Source: an optimization exercise on an open RTL-to-GDS flow (aim: small area and a short achievable clock period). Production flows keep margins and buffers that such runs may drop.
Where RTL was checked, it was by simulation tests only, not by an equivalence proof against the original.
Power figures rest on the tool's default switching activity, not on a simulated workload.

== v24 ==
==> flow/design.v <==
package rv32i_types;
    typedef logic [31:0] rv32i_word;
    typedef enum logic [6:0] {
        op_br  = 7'b1100011,
        op_jal = 7'b1101111
    } rv32i_opcode;
    typedef enum logic [2:0] {
        beq  = 3'b000,
        bne  = 3'b001,
        blt  = 3'b100,
        bge  = 3'b101,
        bltu = 3'b110,
        bgeu = 3'b111
    } branch_funct3_t;
    typedef logic [1:0] counter_t;
    localparam counter_t counter_init = 2'b01;  
    typedef union packed {
        struct packed {
            logic           imm12;
            logic [5:0]     imm10_5;
            logic [4:0]     rs2;
            logic [4:0]     rs1;
            branch_funct3_t funct3;
            logic [3:0]     imm4_1;
            logic           imm11;
            rv32i_opcode    opcode;
        } b_view;
        struct packed {
            logic        imm20;
            logic [9:0]  imm10_1;
            logic        imm11;
            logic [7:0]  imm19_12;
            logic [4:0]  rd;
            rv32i_opcode opcode;
        } j_view;
    } instr_u;
endpackage
module branch_unit (
    input  logic        clk,
    input  logic        rst,
    input  logic        stall_id,
    input  logic        stall_ex,
    input  logic [31:0] fetch_addr,
    input  logic [31:0] pc_id,
    input  logic [31:0] instr_id,
    input  logic [31:0] rs1_val,
    input  logic [31:0] rs2_val,
    output logic        br_take,
    output logic        br_en,
    output logic        mispred,
    output logic        redirect,
    output logic [31:0] target
);
    logic        dec_br;
    logic        dec_jal;
    logic [31:0] imm_b;
    logic [31:0] imm_j;
    logic [31:0] imm_id;
    logic        ex_we;
    assign dec_br  = (instr_id[6:0] == 7'b1100011);
    assign dec_jal = (instr_id[6:0] == 7'b1101111);
    assign imm_b   = {{20{instr_id[31]}}, instr_id[7], instr_id[30:25], instr_id[11:8], 1'b0};
    assign imm_j   = {{12{instr_id[31]}}, instr_id[19:12], instr_id[20], instr_id[30:21], 1'b0};
    assign imm_id  = dec_jal ? imm_j : imm_b;
    assign ex_we   = !stall_ex || rst;
    logic       is_branch;
    logic       is_jal;
    logic [2:0] funct3;
    always_ff @(posedge clk) begin
        if (ex_we) begin
            is_branch <= dec_br & ~rst;
            is_jal    <= dec_jal & ~rst;
            target    <= (pc_id + imm_id) & {32{~rst}};
        end
    end
    always_ff @(posedge clk) begin
        if (!stall_ex) funct3 <= instr_id[14:12];
    end
    logic [31:0] cmp_lt [6];
    logic [31:0] cmp_gt [6];
    assign cmp_lt[0] = {1'b0, ~rs1_val[30:0] & rs2_val[30:0]};
    assign cmp_gt[0] = {1'b0, rs1_val[30:0] & ~rs2_val[30:0]};
    for (genvar l = 1; l < 6; l++) begin : g_cmp
        for (genvar j = 0; j < (32 >> l); j++) begin : g_node
            assign cmp_lt[l][j] = cmp_lt[l-1][2*j+1] | (~cmp_gt[l-1][2*j+1] & cmp_lt[l-1][2*j]);
            assign cmp_gt[l][j] = cmp_gt[l-1][2*j+1] | (~cmp_lt[l-1][2*j+1] & cmp_gt[l-1][2*j]);
        end
        assign cmp_lt[l][31:(32 >> l)] = '0;
        assign cmp_gt[l][31:(32 >> l)] = '0;
    end
    logic lo_lt, lo_gt, hi_lt, hi_gt, eq, lt, ltu, cond, update;
    assign lo_lt = cmp_lt[5][0];
    assign lo_gt = cmp_gt[5][0];
    assign hi_lt = ~rs1_val[31] & rs2_val[31];
    assign hi_gt = rs1_val[31] & ~rs2_val[31];
    assign eq    = ~(hi_lt | hi_gt | lo_lt | lo_gt);
    assign ltu   = hi_lt | (~hi_gt & lo_lt);
    assign lt    = hi_gt | (~hi_lt & lo_lt);
    always_comb begin
        case (funct3)
            3'b000:  cond = eq;
            3'b001:  cond = !eq;
            3'b100:  cond = lt;
            3'b101:  cond = !lt;
            3'b110:  cond = ltu;
            3'b111:  cond = !ltu;
            default: cond = 1'b0;
        endcase
    end
    assign br_en  = is_jal | (is_branch & cond);
    assign update = is_branch & ~stall_ex;
    logic [3:0] ghr;
    logic [1:0] gpht [16];
    logic [3:0] lht  [32];
    logic [1:0] lpht [16];
    logic [1:0] cht  [32];
    logic [4:0] id_row,  ex_row;
    logic [3:0] id_gidx, ex_gidx;
    logic [1:0] id_gctr, ex_gctr;
    logic [3:0] id_hist, ex_hist;
    logic [1:0] id_lctr, ex_lctr;
    logic [1:0] id_ch,   ex_ch;
    function automatic logic [1:0] sat(input logic [1:0] c, input logic up);
        if (up) sat = (c == 2'b11) ? c : c + 2'b01;
        else    sat = (c == 2'b00) ? c : c - 2'b01;
    endfunction
    logic [1:0] gnxt, lnxt, chnxt;
    logic [3:0] hnxt, ghr_nxt;
    assign gnxt    = sat(ex_gctr, cond);
    assign lnxt    = sat(ex_lctr, cond);
    assign hnxt    = {ex_hist[2:0], cond};
    assign ghr_nxt = {ghr[2:0], cond};
    assign chnxt   = (ex_lctr[1] ^ ex_gctr[1]) ? sat(ex_ch, ex_lctr[1] ^ cond) : ex_ch;
    logic [1:0] gpht_wd, lpht_wd, cht_wd;
    logic [3:0] lht_wd, ghr_wd;
    assign gpht_wd = {gnxt[1] & ~rst, gnxt[0] | rst};
    assign lpht_wd = {lnxt[1] & ~rst, lnxt[0] | rst};
    assign cht_wd  = {chnxt[1] & ~rst, chnxt[0] | rst};
    assign lht_wd  = hnxt & {4{~rst}};
    assign ghr_wd  = ghr_nxt & {4{~rst}};
    always_ff @(posedge clk) begin
        if (update || rst) ghr <= ghr_wd;
    end
    for (genvar i = 0; i < 16; i++) begin : g_pht
        always_ff @(posedge clk) begin
            if ((update && ex_gidx == i) || rst) gpht[i] <= gpht_wd;
            if ((update && ex_hist == i) || rst) lpht[i] <= lpht_wd;
        end
    end
    for (genvar i = 0; i < 32; i++) begin : g_row
        always_ff @(posedge clk) begin
            if ((update && ex_row == i) || rst) begin
                lht[i] <= lht_wd;
                cht[i] <= cht_wd;
            end
        end
    end
    logic [4:0]  row;
    logic [31:0] row_oh;
    logic [31:0] lht_col [4];
    logic [31:0] cht_col [2];
    logic [15:0] lp0, lp1;
    logic [3:0]  lh_row;
    logic [1:0]  ch_row;
    assign row = fetch_addr[6:2];
    for (genvar i = 0; i < 32; i++) begin : g_oh
        assign row_oh[i] = (row == i);
        for (genvar k = 0; k < 4; k++) begin : g_l
            assign lht_col[k][i] = lht[i][k];
        end
        assign cht_col[0][i] = cht[i][0];
        assign cht_col[1][i] = cht[i][1];
    end
    for (genvar i = 0; i < 16; i++) begin : g_p1
        assign lp0[i] = lpht[i][0];
        assign lp1[i] = lpht[i][1];
    end
    for (genvar k = 0; k < 4; k++) begin : g_lh
        assign lh_row[k] = |(row_oh & lht_col[k]);
    end
    assign ch_row[0] = |(row_oh & cht_col[0]);
    assign ch_row[1] = |(row_oh & cht_col[1]);
    function automatic logic [15:0] dec16(input logic [3:0] x);
        dec16 = 16'd1 << x;
    endfunction
    logic       row_hit;
    logic [2:0] gi_hi;
    logic [3:0] gidx_if, hist_if, lhb;
    logic [1:0] gctr_if, lctr_if, ch_if;
    logic [1:0] g_lo, g_hi, g_raw, l_row, l_hb, l_raw;
    logic       g_fwd, l_fwd;
    assign row_hit = update && (row == ex_row);
    assign gi_hi   = (update ? ghr[2:0] : ghr[3:1]) ^ row[3:1];
    assign gidx_if = {gi_hi, (update ? cond : ghr[0]) ^ row[0]};
    assign g_lo    = gpht[{gi_hi, 1'b0}];
    assign g_hi    = gpht[{gi_hi, 1'b1}];
    assign g_raw   = gidx_if[0] ? g_hi : g_lo;
    assign g_fwd   = update && (gidx_if == ex_gidx);
    assign gctr_if = g_fwd ? gnxt : g_raw;
    assign lhb     = {ex_hist[2:0], cond};
    assign l_row[0] = |(dec16(lh_row) & lp0);
    assign l_row[1] = |(dec16(lh_row) & lp1);
    assign l_hb    = cond ? lpht[{ex_hist[2:0], 1'b1}] : lpht[{ex_hist[2:0], 1'b0}];
    assign hist_if = row_hit ? lhb : lh_row;
    assign l_raw   = row_hit ? l_hb : l_row;
    assign l_fwd   = update && (row_hit ? (lhb == ex_hist) : (lh_row == ex_hist));
    assign lctr_if = l_fwd ? lnxt : l_raw;
    assign ch_if   = row_hit ? chnxt : ch_row;
    always_ff @(posedge clk) begin
        if (!stall_id || rst) begin
            id_row  <= row     & {5{~rst}};
            id_gidx <= gidx_if & {4{~rst}};
            id_gctr <= gctr_if & {2{~rst}};
            id_hist <= hist_if & {4{~rst}};
            id_lctr <= lctr_if & {2{~rst}};
            id_ch   <= ch_if   & {2{~rst}};
        end
    end
    always_ff @(posedge clk) begin
        if (!stall_ex) begin
            ex_row  <= id_row;
            ex_gidx <= id_gidx;
            ex_gctr <= id_gctr;
            ex_hist <= id_hist;
            ex_lctr <= id_lctr;
            ex_ch   <= id_ch;
        end
    end
    assign br_take = ch_if[1] ? gctr_if[1] : lctr_if[1];
    logic take_ex;
    assign take_ex  = ex_ch[1] ? ex_gctr[1] : ex_lctr[1];
    assign mispred  = update & (take_ex ^ cond);
    assign redirect = mispred | is_jal;
endmodule
Settings: LEC_CHECK=0, ABC_AREA=1, CAP_MARGIN=20, CORE_MARGIN=2, CORE_UTILIZATION=40, CTS_BUF_LIST=sky130_fd_sc_hd__clkbuf_8, CTS_CLUSTER_DIAMETER=60, CTS_CLUSTER_SIZE=16, PLACE_DENSITY=0.8, SETUP_SLACK_MARGIN=2.0, SLEW_MARGIN=20, TNS_END_PERCENT=0; clock period 6.5 ns.
standard.sh (not shown) runs the stock make flow with config.mk's settings and CLKGATE_MAP_FILE= SYNTH_SCRIPT=/design/flow/synth_recipe.tcl, a recipe that flattens the netlist after the stock synthesis.
==> flow/flow/run.sh <==
#!/bin/bash
# The standard layout, with plain buf_1 cells as the port buffers instead of the
# delay cells buffer_ports picks by default (the resizer sizes them up where the
# timing needs it). Every tool's output goes to a log file in this folder.
set -euo pipefail
export BUFFER_PORTS_ARGS="-buffer_cell sky130_fd_sc_hd__buf_1"
bash standard.sh finish > standard_make.log 2>&1
#### Input delta (v36 over v24)
--- a/flow/design.v
+++ b/flow/design.v
@@ -227,5 +227,9 @@
         end
     end
-    assign br_take = ch_if[1] ? gctr_if[1] : lctr_if[1];
+    logic [1:0] bt;
+    for (genvar x = 0; x < 2; x++) begin : g_bt
+        assign bt[x] = ch_if[1] ? gctr_if[1] : (l_fwd ? lnxt[1] : (row_hit ? l_hb[1] : x[0]));
+    end
+    assign br_take = l_row[1] ? bt[1] : bt[0];
     logic take_ex;
     assign take_ex  = ex_ch[1] ? ex_gctr[1] : ex_lctr[1];
--- outcome ---
- In v36 the setup slack turned out 200 ps lower than in v24.
- v36 ended up with fetch_addr[6] as its launching element of the worst setup path; v24 ended up with fetch_addr[4].
- Higher clock period minus final worst setup slack goes to v36 over v24.
- Topmost layer with routed signal wires = met5: v24; topmost layer with routed signal wires = met4: v36
- Changes observed in v36 relative to v24: parity-gate share of the synthesized area counting xor and xnor cells up 0.19 points; cell-internal power down about 0.9%; part of the power in combinational logic up 2.8 points; average routed wire per standard cell up 3.0%; final layout net count flat.
- The finished layout cell area of v36 was inferior to that of v24.
The RTL of v36 was laid out without a check of its function.

P:
Starts from the design.v that is shown in full above.
export LEC_CHECK = 0
export ABC_AREA = 1
export CAP_MARGIN = 20
export CORE_MARGIN = 2
export CORE_UTILIZATION = 40
export SETUP_SLACK_MARGIN = 2.0
export SLEW_MARGIN = 20
export TNS_END_PERCENT = 0
create_clock -name core_clock -period 6.5 [get_ports {clk}]
Scripts as last shown in full above: flow/flow/run.sh
## Diff of input files: Q against P
--- a/flow/design.v
+++ b/flow/design.v
@@ -70,11 +70,9 @@
         if (ex_we) begin
             is_branch <= dec_br & ~rst;
             is_jal    <= dec_jal & ~rst;
+            funct3    <= instr_id[14:12] & {3{~rst}};
             target    <= (pc_id + imm_id) & {32{~rst}};
         end
-    end
-    always_ff @(posedge clk) begin
-        if (!stall_ex) funct3 <= instr_id[14:12];
     end
     logic [31:0] cmp_lt [6];
     logic [31:0] cmp_gt [6];
@@ -215,15 +213,13 @@
             id_lctr <= lctr_if & {2{~rst}};
             id_ch   <= ch_if   & {2{~rst}};
         end
-    end
-    always_ff @(posedge clk) begin
-        if (!stall_ex) begin
-            ex_row  <= id_row;
-            ex_gidx <= id_gidx;
-            ex_gctr <= id_gctr;
-            ex_hist <= id_hist;
-            ex_lctr <= id_lctr;
-            ex_ch   <= id_ch;
+        if (ex_we) begin
+            ex_row  <= id_row  & {5{~rst}};
+            ex_gidx <= id_gidx & {4{~rst}};
+            ex_gctr <= id_gctr & {2{~rst}};
+            ex_hist <= id_hist & {4{~rst}};
+            ex_lctr <= id_lctr & {2{~rst}};
+            ex_ch   <= id_ch   & {2{~rst}};
         end
     end
     assign br_take = ch_if[1] ? gctr_if[1] : lctr_if[1];
### Flow results
- Going from P to Q, sequential power flat; net load switching power decreased by 38 µW relative to the old numbers; clock share of power shows a reduction of 0.3 points; largest driver fanout on the critical path grew by 2.
- Between P and Q, worst hold slack increased.
- [Q vs P] area of all placed cells without fillers: lower in Q
- Comparing P and Q, the higher growth of design area from synthesis to finish is on P.
- The lower proportion of layout cells with a drive suffix above 1 of P and Q is in Q.
- Per the comparison of Q with P, overall routed net length higher, clock-buffer cell count higher, via count higher.
The RTL of Q was laid out without a check of its function.

branch_unit, a different RTL version from the one above (not shown whole).
Size: about 1900 cells after synthesis, roughly 340 flip-flops, about 200 I/O pins, ~18000 µm² of cells after synthesis.
## branch_unit
module branch_unit (
    input  logic        clk,
    input  logic        rst,
    input  logic        stall_id,
    input  logic        stall_ex,
    input  logic [31:0] fetch_addr,
    input  logic [31:0] pc_id,
    input  logic [31:0] instr_id,
    input  logic [31:0] rs1_val,
    input  logic [31:0] rs2_val,
    output logic        br_take,
    output logic        br_en,
    output logic        mispred,
    output logic        redirect,
    output logic [31:0] target
);
clock: 6.5 ns
lec_check: 0
abc_area: 1
cap_margin: 20
core_margin: 2
core_utilization: 40
setup_slack_margin: 2.0
slew_margin: 20
tns_end_percent: 0
run.sh (not shown) runs the stock make flow with config.mk's settings and CLKGATE_MAP_FILE= SYNTH_SCRIPT=/design/flow/synth_recipe.tcl, a recipe that flattens the netlist after the stock synthesis.
Stock flow here: none of the scripts above is used.
Change:
--- a/flow/design.v
+++ b/flow/design.v
@@ -199,48 +199,43 @@
             id_ch   <= ch_if   & {2{~rst}};
         end
         if (ex_we) begin
             ex_row  <= id_row  & {5{~rst}};
             ex_gidx <= id_gidx & {4{~rst}};
             ex_gctr <= id_gctr & {2{~rst}};
             ex_hist <= id_hist & {4{~rst}};
             ex_lctr <= id_lctr & {2{~rst}};
             ex_ch   <= id_ch   & {2{~rst}};
         end
     end
+    logic       t_none;
+    logic [1:0] t_upd;
     logic       l_row;
     logic       lh_row_hit;
-    logic       g_none;
-    logic [1:0] bt;
     assign l_row      = |(dec16(lh_row) & lp1);
     assign lh_row_hit = (lh_row == ex_hist);
-    assign g_none     = |(dec16(ghr ^ row[3:0]) & gp1);
-    logic [1:0] t_upd [2];
+    assign t_none     = ch_row[1] ? |(dec16(ghr ^ row[3:0]) & gp1) : l_row;
     for (genvar b = 0; b < 2; b++) begin : g_upd
         logic [3:0] gi;
         logic [3:0] hb;
         logic       g_nxt1, l_nxt1, ch_nxt1;
-        logic       g_t, l_hit, ch_t;
+        logic       g_t, l_t, ch_t;
         assign g_nxt1  = b ? (ex_gctr[1] | ex_gctr[0]) : (ex_gctr[1] & ex_gctr[0]);
         assign l_nxt1  = b ? (ex_lctr[1] | ex_lctr[0]) : (ex_lctr[1] & ex_lctr[0]);
         assign ch_nxt1 = (ex_lctr[1] ^ ex_gctr[1])
                        ? (((ex_lctr[1] ^ b[0]) ? (ex_ch[1] | ex_ch[0]) : (ex_ch[1] & ex_ch[0])))
                        : ex_ch[1];
         assign gi      = {ghr[2:0], b[0]} ^ row[3:0];
         assign hb      = {ex_hist[2:0], b[0]};
         assign g_t     = (gi == ex_gidx) ? g_nxt1 : |(dec16(gi) & gp1);
-        assign l_hit   = row_match ? ((hb == ex_hist) ? l_nxt1 : lp1[hb]) : l_nxt1;
+        assign l_t     = row_match
+                       ? ((hb == ex_hist) ? l_nxt1 : lp1[hb])
+                       : (lh_row_hit ? l_nxt1 : l_row);
         assign ch_t    = row_match ? ch_nxt1 : ch_row[1];
-        for (genvar x = 0; x < 2; x++) begin : g_x
-            assign t_upd[b][x] = ch_t ? g_t : ((row_match || lh_row_hit) ? l_hit : x[0]);
-        end
-    end
-    for (genvar x = 0; x < 2; x++) begin : g_bt
-        assign bt[x] = update ? (cond ? t_upd[1][x] : t_upd[0][x])
-                              : (ch_row[1] ? g_none : x[0]);
-    end
-    assign br_take = l_row ? bt[1] : bt[0];
+        assign t_upd[b] = ch_t ? g_t : l_t;
+    end
+    assign br_take = update ? t_upd[cond] : t_none;
     logic take_ex;
     assign take_ex  = ex_ch[1] ? ex_gctr[1] : ex_lctr[1];
     assign mispred  = update & (take_ex ^ cond);
     assign redirect = mispred | is_jal;
 endmodule
=> The new run produced a clean layout; flip-flop and latch count is unchanged; via count came out higher by 1.0%; die area came out lower by 0.61%; wire length is about the same; clock-buffer cell count came out higher by 1.
Only the layout flow was run in the first run of this note; the RTL was not checked for function there.

-- static timing again, ports no longer ideal --
The flow's constraints put no driver on any port. The routed layouts listed below were extracted and timed again, unchanged, in two steps.
Step 1 assumes that a clkbuf_16 drives the clock port and a buf_2 every other input.
Step 2 also shifts input and output timing later by t, the mid clock arrival at the registers, as if the neighbouring blocks saw the same clock.
a / b / c = ideal ports / drivers / drivers and shift; a / b = the first two.
run | shift t [ns] | setup slack, ns | worst setup path at the end | clock arrival spread, ns | cell pins on the clock port's net
v24 | 0.693 | 1.412 / 1.331 / 1.094 | input to register | 0.054 / 0.054 | 1
v36 | 0.639 | 1.214 / 1.150 / 0.635 | input to register | 0.027 / 0.027 | 1
P | 0.603 | 1.445 / 1.354 / 1.154 | input to register | 0.016 / 0.017 | 1
Q | 0.583 | 1.305 / 1.214 / 1.214 | input to output | 0.027 / 0.028 | 1
the first run of note 3 | 0.613 | 1.157 / 1.109 / 0.895 | input to register | 0.036 / 0.036 | 1
the second run of note 3 | 0.600 | 1.373 / 1.301 / 0.909 | input to register | 0.027 / 0.028 | 1
After both steps setup and hold are still met in every run listed. The setup slack of v36, which loses most, moves by -0.064 ns with the drivers and by -0.579 ns with both steps.
